Source: an optimization exercise on an open RTL-to-GDS flow (aim: small area). Production flows keep margins and buffers that such runs may drop. In this exercise RTL edits were held to simulation tests only and were not proved equivalent to the original. Power and IR drop assume default switching activity.

==> amber <==
## dcupTop
module dcupTop (
  input  logic        CLK,
  input  logic        RST,
  input  logic        EN,
  input  logic        Start,
  output logic [7:0]  InstMemAddr,
  input  logic [15:0] Inst,
  output logic [7:0]  DataMemAddr,
  input  logic [15:0] DataIn,
  output logic        DataMemWE,
  output logic [15:0] DataOut,
  output logic        Running
);
==> flow/config.mk <==
export PLATFORM = sky130hd
export DESIGN_NAME = dcupTop
export DESIGN_NICKNAME = dcupTop
export VERILOG_FILES = /design/flow/design.v
export SDC_FILE = /design/flow/constraint.sdc
export NUM_CORES = 4
export LEC_CHECK = 0
export CAP_MARGIN = 20
export CORE_MARGIN = 2
export CORE_UTILIZATION = 65
export SLEW_MARGIN = 20
export SYNTH_HIERARCHICAL = 1
==> flow/constraint.sdc <==
create_clock -name core_clock -period 4.5 [get_ports {CLK}]
set_input_delay 0.9000 -clock core_clock [delete_from_list [all_inputs] [get_ports {CLK}]]
set_output_delay 0.9000 -clock core_clock [all_outputs]
set_load 0.01 [all_outputs]
standard.sh (not shown) runs the stock make flow with config.mk's settings and CLKGATE_MAP_FILE= SYNTH_SCRIPT=/design/flow/synth_recipe.tcl, a recipe that flattens the netlist after the stock synthesis.
==> flow/flow/run.sh <==
#!/bin/bash
# Standard synthesis; then every combinational cell goes to the smallest
# size of its family (timing repair sizes up again where needed); then the
# standard layout with smaller port buffers and a clock tree with larger sink
# clusters and no dummy loads. Each tool writes its full output to a log here;
# each ORFS step also keeps its own log under orfs/logs.
set -euo pipefail
R=orfs/results/sky130hd/dcupTop/base
bash standard.sh synth > synth.log 2>&1
SYNTH_ODB=$R/1_synth.odb openroad -no_init -exit flow/downsize.tcl > downsize.log 2>&1
touch $R/1_synth.sdc
bash standard.sh \
  BUFFER_PORTS_ARGS="-buffer_cell sky130_fd_sc_hd__buf_1" \
  CTS_ARGS="-sink_clustering_enable -repair_clock_nets -buf_list sky130_fd_sc_hd__clkbuf_4 -sink_clustering_size 10 -sink_clustering_max_diameter 50 -dont_use_dummy_load" \
  finish > make.log 2>&1
==> flow/flow/downsize.tcl <==
# Swap each combinational cell of the synthesized netlist for the smallest
# cell of the same family (same pins); timing repair later sizes up again
# where needed. Registers keep the cell synthesis gave them.
set odb $::env(SYNTH_ODB)
read_db $odb
set db [ord::get_db]
foreach lib [$db getLibs] {
  foreach m [$lib getMasters] {
    set n [$m getName]
    if {[regexp {^(sky130_fd_sc_hd__[a-z0-9]+)_([0-9]+)$} $n -> base sz]} {
      lappend grp($base) $m
    }
  }
}
proc pins {m} {
  set l {}
  foreach t [$m getMTerms] { lappend l [$t getName] }
  return [lsort $l]
}
set block [ord::get_db_block]
set count 0
set saved 0
foreach inst [$block getInsts] {
  set m [$inst getMaster]
  set n [$m getName]
  if {![regexp {^(sky130_fd_sc_hd__[a-z0-9]+)_([0-9]+)$} $n -> base sz]} { continue }
  if {[regexp {__(df|edf|sdf|dl|conb|tap|fill|decap|clk|lpflow|probe)} $n]} { continue }
  set best $m
  set ba [expr {[$m getWidth] * [$m getHeight]}]
  foreach c $grp($base) {
    set a [expr {[$c getWidth] * [$c getHeight]}]
    if {$a < $ba && [pins $c] eq [pins $m]} { set best $c; set ba $a }
  }
  if {$best ne $m} {
    set saved [expr {$saved + [$m getWidth] * [$m getHeight] - $ba}]
    $inst swapMaster $best
    incr count
  }
}
puts "downsized $count cells, [expr {$saved / 1e6}] um2"
write_db $odb
==> ember (differences from amber) <==
--- a/flow/flow/run.sh
+++ b/flow/flow/run.sh
@@ -11,5 +11,5 @@
 touch $R/1_synth.sdc
 bash standard.sh \
   BUFFER_PORTS_ARGS="-buffer_cell sky130_fd_sc_hd__buf_1" \
-  CTS_ARGS="-sink_clustering_enable -repair_clock_nets -buf_list sky130_fd_sc_hd__clkbuf_4 -sink_clustering_size 10 -sink_clustering_max_diameter 50 -dont_use_dummy_load" \
+  CTS_ARGS="-sink_clustering_enable -repair_clock_nets -buf_list sky130_fd_sc_hd__clkbuf_8 -sink_clustering_size 20 -sink_clustering_max_diameter 60 -dont_use_dummy_load" \
   finish > make.log 2>&1
Settings changed: CORE_UTILIZATION 65 to 75.
==> summary of the runs <==
Between ember and amber, the lower clock skew is in amber (gap 0.038 ns).
Against ember, the clock-buffer cell count of amber is higher by 13.
In clock power, amber and ember hardly differ.
Between amber and ember, the lower worst hold slack is in amber (gap 0.17 ns).
Of amber and ember, ember has the higher via count (gap 2.7%, measured against ember).
Combinational power is about the same in amber and ember.
==> figures <==
                                                                 ember           amber
Status                                  no timing/DRC/antenna violations  no timing/DRC/antenna violations
Number of buffers inserted during clock tree synthesis                17              30
Levels on crit path                                                   22              23
Transition time of the tightest slew-check pin                   1.02 ns         1.09 ns
Worst relative slew slack                                          31.6%           27.0%
LEAKAGE                                                          4.70 nW         4.73 nW
DRC marker count from the first detailed-route iteration            2515            2350
Post-Route WL                                                   35600 um        36300 um
CP startpoint                                             eOp[0]$_DFF_P_  eOp[1]$_DFF_P_
Routing usage on met3                                              10.4%           8.81%
Routed length on met2                                           14700 um        15000 um
Arrival time at the worst endpoint                               4.57 ns         4.70 ns
Reported net switching power                                     1.56 mW         1.60 mW
Initial core utilization                                           76.5%           66.5%

[static timing again, ports no longer ideal]
In the flow no input, the clock included, has a driving cell. The finished layouts below were timed again as built, in two steps.
Step 1 sets driving cells, clkbuf_16 on the clock port and buf_2 on the other inputs (assumed; they add their load-dependent delay and slew).
Step 2, shift: input delay + t, output delay - t, t = (earliest + latest rising clock arrival at the registers) / 2. This alone moves slack from input paths to output paths.
a / b / c = ideal / step 1 / step 2; a / b = the first two.
| run | t (ns) | slack for setup (ns) | hold slack, ns | worst slew at a driven data input, ns |
|---|---|---|---|---|
| amber | 0.736 | 0.417 / 0.417 / 0.417 | 0.109 / 0.090 / 0.363 | 0.04 |
| ember | 0.543 | 0.370 / 0.370 / 0.370 | 0.277 / 0.259 / 0.358 | 0.04 |
After both steps setup and hold are still met in every run listed.
